Background: an optimization exercise with open tools, aiming at small area, a short achievable clock period and few clock cycles per item. Do not read the settings as production practice.
The RTL was checked by simulation tests, not by an equivalence proof against the original design.
Power is estimated from default activity; no workload was simulated.

== run 1 ==
==> flow/design.v (excerpt) <==
module matrix_multiply_engine (
    input  wire logic          i_clk,
    input  wire logic          i_rst_n,
    input  wire logic          i_in_valid,
    input  wire logic [23:0]   i_in_req,
    output logic               o_in_stall,
    output logic               o_out_valid,
    output logic [42:0]        o_out_req,
    input  wire logic          i_out_stall,
    input  wire logic          i_cfg_we,
    input  wire logic [1:0]    i_cfg_index,
    input  wire logic [3:0]    i_cfg_data
);
    localparam int MAC_LAT = 3;           
    localparam int NST     = MAC_LAT + 1;  
    logic [2:0] r_rl;
    logic [2:0] r_kl;
    logic [2:0] r_cl;
    logic [2:0] w_cfg_last;
    always_comb begin
        if (i_cfg_data == 4'd0) begin
            w_cfg_last = 3'd0;
        end else if (i_cfg_data > 4'd8) begin
            w_cfg_last = 3'd7;
        end else begin
            w_cfg_last = 3'(i_cfg_data - 4'd1);
  ...
Size: roughly 3100 flip-flops, ~80 I/O pins.
Settings: LEC_CHECK=0, ABC_CLOCK_PERIOD_IN_PS=3000, CAP_MARGIN=20, CORE_MARGIN=2, CORE_UTILIZATION=42, CTS_CLUSTER_DIAMETER=80, CTS_CLUSTER_SIZE=24, SETUP_SLACK_MARGIN=4.8, SLEW_MARGIN=20; clock period 8.0 ns.
run.sh (not shown) runs the stock make flow with config.mk's settings and CLKGATE_MAP_FILE= SYNTH_SCRIPT=/design/flow/synth_recipe.tcl, a recipe that flattens the netlist after the stock synthesis.
Testbench counts of run 1, summed over its fixed seeds: cycles 9,404, jobs 152.
The inputs of run 2 differ from those of run 1 as listed below.
diff --git a/flow/config.mk b/flow/config.mk
--- a/flow/config.mk
+++ b/flow/config.mk
@@ -10,5 +10,6 @@
 export CORE_MARGIN = 2
-export CORE_UTILIZATION = 42
+export CORE_UTILIZATION = 50
 export CTS_CLUSTER_DIAMETER = 80
 export CTS_CLUSTER_SIZE = 24
+export PLACE_DENSITY = 0.75
 export SETUP_SLACK_MARGIN = 4.8
==> comparison <==
Between run 1 and run 2, the sequential share of cell area figures differ only marginally.
Delta(number of iterations in the first detailed-routing pass, run 2 - run 1) > 0
When the final numbers for run 2 and run 1 were put side by side, the clock skew turned out to be smaller in run 1.
[inputs] run 3 vs run 2
diff --git a/flow/config.mk b/flow/config.mk
--- a/flow/config.mk
+++ b/flow/config.mk
@@ -13,3 +13,2 @@
 export CTS_CLUSTER_SIZE = 24
-export PLACE_DENSITY = 0.75
 export SETUP_SLACK_MARGIN = 4.8
## What came out
The number of cells in the finished layout apart from fillers was comparable across run 3 and run 2. On relative area change from synthesis to final layout, run 3 and run 2 are neck and neck. ~same sequential power in run 3 and run 2. Looking at final worst slack, run 3 sits 0.067 ns higher than run 2 does. There was hardly any difference in total non-filler cell area in the finished layout between run 3 and run 2. First-iteration DRC count for run 3 is lower than for run 2. Wire length reported by the detailed router delta (run 3 − run 2): unfavourable. STATUS fmax: run 3 wins against run 2. The critical path depth of run 3 exceeds that of run 2 by 1. Clock network fraction of total power essentially unchanged between run 2 and run 3. In terms of clock-pin slew of the registers on the worst-case setup and hold paths, run 3 and run 2 differ only marginally.
Edits applied to the flow inputs when going from run 3 to run 4:
diff --git a/flow/config.mk b/flow/config.mk
--- a/flow/config.mk
+++ b/flow/config.mk
@@ -10,5 +10,6 @@
 export CORE_MARGIN = 2
-export CORE_UTILIZATION = 50
+export CORE_UTILIZATION = 55
 export CTS_CLUSTER_DIAMETER = 80
 export CTS_CLUSTER_SIZE = 24
+export PLACE_DENSITY = 0.75
 export SETUP_SLACK_MARGIN = 4.8
## What came out
Run 4 has completed all stages; timing, DRC and antenna checks passed.
Between run 4 and run 3, it is run 4 whose die boundary width is lower, by 4.6%.
Looking at via count of the first global-routing pass, run 4 sits about 2% higher than run 3 does.
Between run 3 and run 4, the difference in area of all placed cells without fillers is negligible.
Going from run 3 to run 4, setup slack after layout has decreased; count of antenna diodes in the layout has increased; die footprint has decreased.
Run 4 vs run 3, critical-path maximum fanout went up by 34.
Run 4 vs. run 3: sequential share of layout area saw little to no change, utilization now larger, maximum clock insertion buffer count barely changed.

---

Starting RTL as in the previous note.
make LEC_CHECK=0 ABC_CLOCK_PERIOD_IN_PS=3000 CAP_MARGIN=20 CORE_MARGIN=2 CORE_UTILIZATION=50 CTS_CLUSTER_DIAMETER=80 CTS_CLUSTER_SIZE=24 SETUP_SLACK_MARGIN=4.9 SLEW_MARGIN=20 finish   # period 8.0 ns
The starting point went through all stages and came out clean.
Testbench counts at the start, summed over its fixed seeds: cycles 9,404, jobs 152.
Then changed:
--- a/flow/config.mk
+++ b/flow/config.mk
@@ -11,5 +11,5 @@
 export CORE_UTILIZATION = 50
-export CTS_CLUSTER_DIAMETER = 80
-export CTS_CLUSTER_SIZE = 24
-export SETUP_SLACK_MARGIN = 4.9
+export CTS_CLUSTER_DIAMETER = 60
+export CTS_CLUSTER_SIZE = 30
+export SETUP_SLACK_MARGIN = 4.8
 export SLEW_MARGIN = 20
Effect: Cell area is about the same; clock-buffer cell count is higher by 13; setup slack got worse by 66 ps; register-to-register slack barely changes; global-route usage barely changes; routed wire length went down by 1.4%; fmax shrinks by 2.0%; power came out higher by 6.2%; sequential share of layout area hardly moves.
Then changed:
--- a/flow/config.mk
+++ b/flow/config.mk
@@ -11,5 +11,6 @@
 export CORE_UTILIZATION = 50
-export CTS_CLUSTER_DIAMETER = 60
-export CTS_CLUSTER_SIZE = 30
+export CTS_CLUSTER_DIAMETER = 80
+export CTS_CLUSTER_SIZE = 24
 export SETUP_SLACK_MARGIN = 4.8
 export SLEW_MARGIN = 20
+export TNS_END_PERCENT = 10
Effect:
- hold slack degrades by 18 ps
- sequential power is about the same
- clock power drops by 23%
- wire length climbs by 0.68%

==> what the ideal ports hide <==
The flow's constraints put no driver on any port. The routed layouts listed below were extracted and timed again, unchanged, in two steps. Step 1: set_driving_cell puts a clkbuf_16 on i_clk and a buf_2 on each other input, an assumption about the parent block. Step 2 times the ports against the registers' clock, not the clock port: input delays grow and output delays shrink by t, the midpoint of the rising clock arrivals with the driver on. a / b / c = ideal ports / drivers / drivers and shift; a / b = the first two.
run	t, ns	slack for setup (ns)	hold WS [ns]
run 1	0.994	4.724 / 4.724 / 4.065	0.343 / 0.343 / 0.343
run 2	0.958	4.678 / 4.678 / 4.031	0.346 / 0.346 / 0.346
run 3	1.000	4.745 / 4.745 / 3.858	0.345 / 0.345 / 0.345
run 4	1.010	4.659 / 4.659 / 4.080	0.333 / 0.333 / 0.333
the first run of note 2	0.996	4.759 / 4.759 / 4.222	0.346 / 0.346 / 0.346
the second run of note 2	1.042	4.693 / 4.751 / 3.721	0.345 / 0.345 / 0.345
the third run of note 2	0.994	4.414 / 4.414 / 3.608	0.326 / 0.326 / 0.326
After both steps setup and hold are still met in every run listed. For the second run of note 2, which loses most, drivers alone change the setup slack by +0.058 ns; drivers and shift together by -0.972 ns.
